This design comes from an exercise in tuning for small area, a short achievable clock period and few clock cycles per item on the open sky130 flow, not from production work. Function was checked by simulation only, so behaviour that the tests miss may differ from the original. Power is estimated from default activity; no workload was simulated.

Setup of old:
==> flow/design.v (excerpt) <==
module tilt_error_group_averager
(
    input  wire logic                  aclk,
    input  wire logic                  aresetn,
    input  wire logic                  cfg_we,
    input  wire logic [CFG_ADDR_W-1:0] cfg_addr,
    input  wire logic [CFG_DATA_W-1:0] cfg_wdata,
    input  wire logic                  s_tvalid,
    output logic                       s_tready,
    input  wire logic [S_DATA_W-1:0]   s_tdata,    
    output logic                       m_tvalid,
    input  wire logic                  m_tready,
    output logic [M_DATA_W-1:0]        m_tdata,    
    output logic [M_USER_W-1:0]        m_tuser     
);
    logic signed [RAW_W-1:0]  off_y;
    logic signed [RAW_W-1:0]  off_z;
    logic signed [MEAN_W-1:0] band_hi;
    logic signed [MEAN_W-1:0] band_lo;
    logic [2:0]               msd_c;    
    function automatic logic [2:0] msd_class(input logic [MSD_W-1:0] v);
        logic sat;    
        sat = (v[6:4] != 3'd0) || (v[3] && (v[2] || (v[1] && v[0])));
        msd_class = sat ? 3'd6 : v[3:1] + 3'(v[0]);
    endfunction
    logic [CFG_DATA_W-1:0] wd;
    logic [4:0]            upd;
    always_comb begin
        wd = aresetn ? cfg_wdata : '0;
        for (int k = 0; k < 5; k++) begin
            upd[k] = !aresetn || (cfg_we && cfg_addr == CFG_ADDR_W'(k));
        end
    end
    always_ff @(posedge aclk) begin
        if (upd[CFG_OFFSET_Y])      off_y   <= wd[RAW_W-1:0];
        if (upd[CFG_OFFSET_Z])      off_z   <= wd[RAW_W-1:0];
  ...
clock: 12.0 ns
lec_check: 0
abc_area: 1
cap_margin: 20
core_margin: 2
core_utilization: 40
cts_buf_list: sky130_fd_sc_hd__clkbuf_8
slew_margin: 20
buffer_ports_args: -buffer_cell sky130_fd_sc_hd__buf_1
setup_slack_margin: 8.4
tns_end_percent: 100
standard.sh (not shown) runs the stock make flow with config.mk's settings and CLKGATE_MAP_FILE= SYNTH_SCRIPT=/design/flow/synth_recipe.tcl, a recipe that flattens the netlist after the stock synthesis.
==> flow/flow/run.sh <==
#!/bin/bash
# Standard ORFS layout with three changes to how it is made:
#  - synthesis maps the logic with an area-only ABC script (flow/abc_area.script) and leaves
#    adders to ABC instead of mapping full and half adders first; the registers and every
#    other synthesis step are those of the standard synthesis;
#  - the port buffers are buf_1 cells;
#  - timing repair aims for extra setup slack (flow/extra.mk).
# Each step's full output is in synth.log and standard.log here, and ORFS's own logs.
set -euo pipefail
cp -r "$FLOW_HOME/scripts" scripts_area
cp flow/abc_area.script scripts_area/abc_area.script
cat flow/extra.mk >> config.mk
bash standard.sh SCRIPTS_DIR="$PWD/scripts_area" ADDER_MAP_FILE= synth > synth.log 2>&1
bash standard.sh > standard.log 2>&1
==> flow/flow/abc_area.script <==
strash
dch
map -a
topo
stime -c
buffer -c
upsize -c
dnsize -c
==> flow/flow/extra.mk <==
export BUFFER_PORTS_ARGS = -buffer_cell sky130_fd_sc_hd__buf_1
export SETUP_SLACK_MARGIN = 8.4
export TNS_END_PERCENT = 100
Testbench counts of old, summed over its fixed seeds: cycles 25,664, samples 25,600.
Relative to old, the following input files were edited for new:
diff --git a/flow/design.v b/flow/design.v
--- a/flow/design.v
+++ b/flow/design.v
@@ -27,17 +27,17 @@
     input  wire logic                    aclk,
     input  wire logic                    aresetn,
     input  wire logic                    take,      
     input  wire logic [S_DATA_W-1:0]     s_tdata,
     input  wire logic signed [RAW_W-1:0] off_y,
     input  wire logic signed [RAW_W-1:0] off_z,
     output logic                         t_v,       
     output logic [2:0]                   t_zc,      
-    output logic [2:0]                   t_yc,      
+    output logic                         t_neg,     
     output logic [RAW_W-1:0]             t_z        
 );
     function automatic logic ult8(input logic [7:0] a, input logic [7:0] b);
         logic [7:0] l0, e0;
         logic [3:0] l1, e1;
         logic [1:0] l2, e2;
         for (int i = 0; i < 8; i++) begin
             l0[i] = !a[i] && b[i];
@@ -68,32 +68,32 @@
     always_ff @(posedge aclk) begin
         if (!aresetn) begin
             t_v <= 1'b0;
         end else begin
             t_v <= take;
         end
     end
     always_ff @(posedge aclk) begin
-        t_yc  <= {y_lt_hi, y_ob[15:8] == oy_ob[15:8], y_lt_lo};
+        t_neg <= y_lt_hi || (y_ob[15:8] == oy_ob[15:8] && y_lt_lo);
         t_z   <= s_tdata[2*RAW_W-1:RAW_W];
         t_zc  <= {z_gt_hi, z_ob[15:8] == oz_ob[15:8], !z_lt_lo};
     end
 endmodule
 `default_nettype wire
 `default_nettype none
 import tega_pkg::*;
 module tega_accum
 (
     input  wire logic                  aclk,
     input  wire logic                  aresetn,
     input  wire logic                  s_tvalid,
     input  wire logic                  t_v,
     input  wire logic [2:0]            t_zc,
-    input  wire logic [2:0]            t_yc,
+    input  wire logic                  t_neg,
     input  wire logic [RAW_W-1:0]      t_z,
     input  wire logic signed [RAW_W-1:0] off_z,
     input  wire logic [2:0]            msd_c,     
     input  wire logic                  busy_n,    
     output logic                       s_tready,
     output logic                       take,
     output logic                       close,
     output logic signed [SUM_W-1:0]    sum,
@@ -103,28 +103,29 @@
     logic signed [SUM_W-1:0] acc;
     logic [3:0]              cnt;
     logic [3:0]              ncnt;
     logic                    ok;
     logic                    last;
     logic [3:0]              cnt_n;
     logic [3:0]              ncnt_sum;
     logic [2:0]              hdiff;    
-    logic [SUM_W-1:0]        opa, opb;
-    logic                    t_neg;    
+    logic [SUM_W-1:0]        opa, opb, cs_s, cs_c;
     always_comb begin
         take     = s_tvalid && rdy;
-        t_neg    = t_yc[2] || (t_yc[1] && t_yc[0]);
         ok       = t_v && (t_zc[2] || (t_zc[1] && t_zc[0]));    
         last     = (cnt == 4'd9);
         close    = ok && last;
         cnt_n    = ok ? (last ? 4'd0 : cnt + 4'd1) : cnt;
         opa      = SUM_W'($signed(t_z ^ {RAW_W{t_neg}}));
         opb      = SUM_W'($signed(off_z ^ {RAW_W{!t_neg}}));
-        sum      = acc + opa + opb + SUM_W'(1);
+        cs_s     = acc ^ opa ^ opb;
+        cs_c     = {(acc[SUM_W-2:0] & opa[SUM_W-2:0]) | (acc[SUM_W-2:0] & opb[SUM_W-2:0])
+                    | (opa[SUM_W-2:0] & opb[SUM_W-2:0]), 1'b1};
+        sum      = cs_s + cs_c;
         ncnt_sum = ncnt + 4'(t_neg);
         hdiff    = (ncnt_sum >= 4'd5) ? 3'(ncnt_sum - 4'd5) : 3'(4'd5 - ncnt_sum);
         osc      = hdiff < msd_c;
     end
     always_ff @(posedge aclk) begin
         if (!aresetn) begin
             rdy  <= 1'b1;
             acc  <= '0;
@@ -309,44 +310,43 @@
         if (upd[CFG_OFFSET_Z])      off_z   <= wd[RAW_W-1:0];
         if (upd[CFG_BAND_UPPER])    band_hi <= aresetn ? wd[MEAN_W-1:0] : BAND_UPPER_RST;
         if (upd[CFG_BAND_LOWER])    band_lo <= aresetn ? wd[MEAN_W-1:0] : BAND_LOWER_RST;
         if (upd[CFG_MIN_SIGN_DIFF]) msd_c   <= aresetn ? msd_class(cfg_wdata[MSD_W-1:0])
                                                        : msd_class(MIN_SIGN_DIFF_RST);
     end
     logic                    busy_n;
     logic                    take;
-    logic                    t_v;
-    logic [2:0]              t_yc;
+    logic                    t_v, t_neg;
     logic [2:0]              t_zc;
     logic [RAW_W-1:0]        t_z;
     logic                    close;
     logic signed [SUM_W-1:0] sum;
     logic                    osc;
     logic [MEAN_W-1:0]       mean;
     logic                    in_band, oscillating;
     tega_prep u_prep (
         .aclk     (aclk),
         .aresetn  (aresetn),
         .take     (take),
         .s_tdata  (s_tdata),
         .off_y    (off_y),
         .off_z    (off_z),
         .t_v      (t_v),
         .t_zc     (t_zc),
-        .t_yc     (t_yc),
+        .t_neg    (t_neg),
         .t_z      (t_z)
     );
     tega_accum u_accum (
         .aclk     (aclk),
         .aresetn  (aresetn),
         .s_tvalid (s_tvalid),
         .t_v      (t_v),
         .t_zc     (t_zc),
-        .t_yc     (t_yc),
+        .t_neg    (t_neg),
         .t_z      (t_z),
         .off_z    (off_z),
         .msd_c    (msd_c),
         .busy_n   (busy_n),
         .s_tready (s_tready),
         .take     (take),
         .close    (close),
         .sum      (sum),
Notes after the runs:
Both conditions hold for new: the flow ran to the end and the final layout passed the timing, design-rule and antenna checks.
Width of the die grows by a few percent when moving from old to new.
Portion of total power attributed to combinational logic: new > old
Diff old -> new: tightest hold margin barely changed; shortest period the worst path allows decreased 13 ps; number of combinational gates with multiple inputs grew by about 1.8%.
The launching element of the worst setup path comes out u_close.g[6] in one run and u_close.g[10] in the other, namely in old and new respectively.
Testbench counts of new, summed over its fixed seeds: cycles 25,664, samples 25,600.

-- separate check: timing with driven ports --
The flow's constraints put no driver on any port. The routed layouts listed below were extracted and timed again, unchanged, in two steps.
Step 1 assumes that a clkbuf_16 drives the clock port and a buf_2 every other input.
Step 2 moves the port delays by t, midway between the first and last clock arrival at a register: inputs arrive t later, outputs are due t later. That takes back most of the time a late clock gives input paths.
Three values: ideal ports, drivers, drivers and shift; two values: the first two.
| run | t (ns) | setup slack, ns | hold WS [ns] | clock arrival spread, ns | slew at the worst register clock pin (ns) |
|---|---|---|---|---|---|
| old | 0.498 | 8.452 / 8.410 / 8.108 | 0.487 / 0.487 / 0.487 | 0.017 / 0.017 | 0.10 / 0.10 |
| new | 0.493 | 8.466 / 8.426 / 8.100 | 0.487 / 0.487 / 0.487 | 0.029 / 0.029 | 0.12 / 0.12 |
After both steps every run listed still meets setup and hold. For new, which loses most, drivers alone change the setup slack by -0.040 ns; drivers and shift together by -0.366 ns.
